Context: an optimization exercise on an open-source flow, tuned for small area, a short achievable clock period and few clock cycles. The choices shown serve that exercise and are no tape-out recipe. In this exercise RTL edits were held to simulation tests only and were not proved equivalent to the original. Power and IR drop assume default switching activity.

==> module switch_allocator, before the edit <==
module switch_allocator (
  input  logic                                                        clk,
  input  logic                                                        rst_n,
  input  logic [router_pkg::NUM_STR-1:0]                              valid,
  input  logic [router_pkg::NUM_STR-1:0][router_pkg::NUM_PORTS-1:0]   first_req,
  input  router_pkg::flit_t [router_pkg::NUM_STR-1:0]                 head,
  input  logic [router_pkg::NUM_PORTS-1:0]                            take,
  output logic [router_pkg::NUM_STR-1:0]                              pop,
  output logic [router_pkg::NUM_PORTS-1:0]                            load,
  output router_pkg::flit_t [router_pkg::NUM_PORTS-1:0]               load_flit
);
  localparam int NS = router_pkg::NUM_STR;
  localparam int NP = router_pkg::NUM_PORTS;
  logic [NP-1:0][NS-1:0] owner;
  logic [NP-1:0]         locked;
  logic [NP-1:0][NS-1:0] arb_gnt;
  logic [NP-1:0][NS-1:0] gnt;
  logic [NP-1:0][NS-1:0] sel;
  logic [NP-1:0]         load_last;
  logic [NS-1:0]         last;
  always_comb begin
    for (int s = 0; s < NS; s++) begin
      last[s]     = router_pkg::is_last(head[s]);
    end
  end
  for (genvar o = 0; o < NP; o++) begin : g_out
    logic [NS-1:0] fr;
    for (genvar s = 0; s < NS; s++) begin : g_req
      assign fr[s] = first_req[s][o];
    end
    rr_arbiter #(.NUM_REQS(NS)) u_arb (
      .clk      (clk),
      .rst_n    (rst_n),
      .req      (fr),
      .advance  (!locked[o] && take[o]),
      .grant    (arb_gnt[o]),
      .last_win (owner[o])
    );
    assign gnt[o]  = locked[o] ? (owner[o] & valid) : arb_gnt[o];
    assign load[o] = take[o] && (locked[o] ? (|(owner[o] & valid)) : (|fr));
    assign sel[o] = locked[o] ? owner[o] : arb_gnt[o];
    always_comb begin
      load_flit[o] = '0;
      load_last[o] = 1'b0;
      for (int s = 0; s < NS; s++) begin
        load_flit[o] = load_flit[o] | ({router_pkg::FLIT_W{sel[o][s]}} & head[s]);
        load_last[o] = load_last[o] | (gnt[o][s] & last[s]);
      end
    end
    always_ff @(posedge clk or negedge rst_n) begin
      if (!rst_n) locked[o] <= 1'b0;
      else if (load[o]) locked[o] <= !load_last[o];
    end
  end
  always_comb begin
    pop = '0;
    for (int o = 0; o < NP; o++) pop = pop | (gnt[o] & {NS{take[o]}});
  end
endmodule
export LEC_CHECK = 0
export CAP_MARGIN = 20
export CORE_MARGIN = 2
export CORE_UTILIZATION = 40
export CTS_CLUSTER_SIZE = 30
export SETUP_SLACK_MARGIN = 4.0
export SLEW_MARGIN = 20
create_clock -name core_clock -period 7.5 [get_ports {clk}]
standard.sh (not shown) runs the stock make flow with config.mk's settings and CLKGATE_MAP_FILE= SYNTH_SCRIPT=/design/flow/synth_recipe.tcl, a recipe that flattens the netlist after the stock synthesis.
==> flow/flow/run.sh <==
#!/bin/bash
# Layout flow: the standard flow unchanged, except that the port buffers placement
# inserts are plain sky130_fd_sc_hd__buf_2 cells instead of the delay cell buffer_ports
# picks by default. Every input and output port still gets its own buffer, and the timing
# repair that follows may resize them like any other buffer.
# The whole make output (every ORFS step) goes to standard_flow.log in the work folder;
# ORFS also keeps each step's log under orfs/logs.
set -euo pipefail
bash standard.sh "BUFFER_PORTS_ARGS=-buffer_cell sky130_fd_sc_hd__buf_2" finish > standard_flow.log 2>&1
Testbench counts at the start, summed over its fixed seeds: cycles 3,446.
Then changed:
--- a/flow/design.v
+++ b/flow/design.v
@@ -163,7 +163,6 @@
   logic [NP-1:0]         locked;
   logic [NP-1:0][NS-1:0] arb_gnt;
   logic [NP-1:0][NS-1:0] gnt;
-  logic [NP-1:0][NS-1:0] sel;
   logic [NP-1:0]         load_last;
   logic [NS-1:0]         last;
   always_comb begin
@@ -186,12 +185,11 @@
     );
     assign gnt[o]  = locked[o] ? (owner[o] & valid) : arb_gnt[o];
     assign load[o] = take[o] && (locked[o] ? (|(owner[o] & valid)) : (|fr));
-    assign sel[o] = locked[o] ? owner[o] : arb_gnt[o];
     always_comb begin
       load_flit[o] = '0;
       load_last[o] = 1'b0;
       for (int s = 0; s < NS; s++) begin
-        load_flit[o] = load_flit[o] | ({router_pkg::FLIT_W{sel[o][s]}} & head[s]);
+        load_flit[o] = load_flit[o] | ({router_pkg::FLIT_W{gnt[o][s]}} & head[s]);
         load_last[o] = load_last[o] | (gnt[o][s] & last[s]);
       end
     end
After rerunning:
- The new run completed without violations
- utilization goes down by 2.0 points
- synthesized cell count goes down by a few percent
- count of clock-buffer cells in the layout goes up by 1
- routed wire length goes down by a few percent
- worst hold slack loses 0.021 ns
- maximum frequency goes down slightly
- via count goes down by a few percent
- power goes down by a few percent
- cell area goes down by a few percent
- non-clock buffer count goes down by 57
- final cell count goes down by a few percent
- sequential power goes up slightly
- clock power is about the same
- worst setup slack loses 0.022 ns
Testbench counts after the change, summed over its fixed seeds: cycles 3,446.

afterwards: timing with drivers on the ports:
The results above use ideal ports. As a check the final layouts listed here were re-extracted and re-timed, cells and wires unchanged. Step 1 (the two cells are an assumption about what drives the block):
set clk [get_ports {clk}]
set_driving_cell -lib_cell sky130_fd_sc_hd__clkbuf_16 $clk
set_driving_cell -lib_cell sky130_fd_sc_hd__buf_2 [delete_from_list [all_inputs] $clk]
Step 2 times the ports against the registers' clock, not the clock port: input delays grow and output delays shrink by t, the midpoint of the rising clock arrivals with the driver on. Slacks: ideal / step 1 / step 2; pairs: ideal / step 1.
| run | t, ns | setup slack, ns | hold WS [ns] | worst setup path after step 2 | pins driven straight from the clock port |
|---|---|---|---|---|---|
| the first run | 0.700 | 3.804 / 3.804 / 3.239 | 0.488 / 0.488 / 0.488 | input to register | 1 |
| the second run | 0.707 | 3.782 / 3.782 / 3.316 | 0.467 / 0.467 / 0.467 | input to register | 1 |
After both steps setup and hold are still met in every run listed. The setup slack of the first run, which loses most, moves by 0.000 ns with the drivers and by -0.565 ns with both steps.
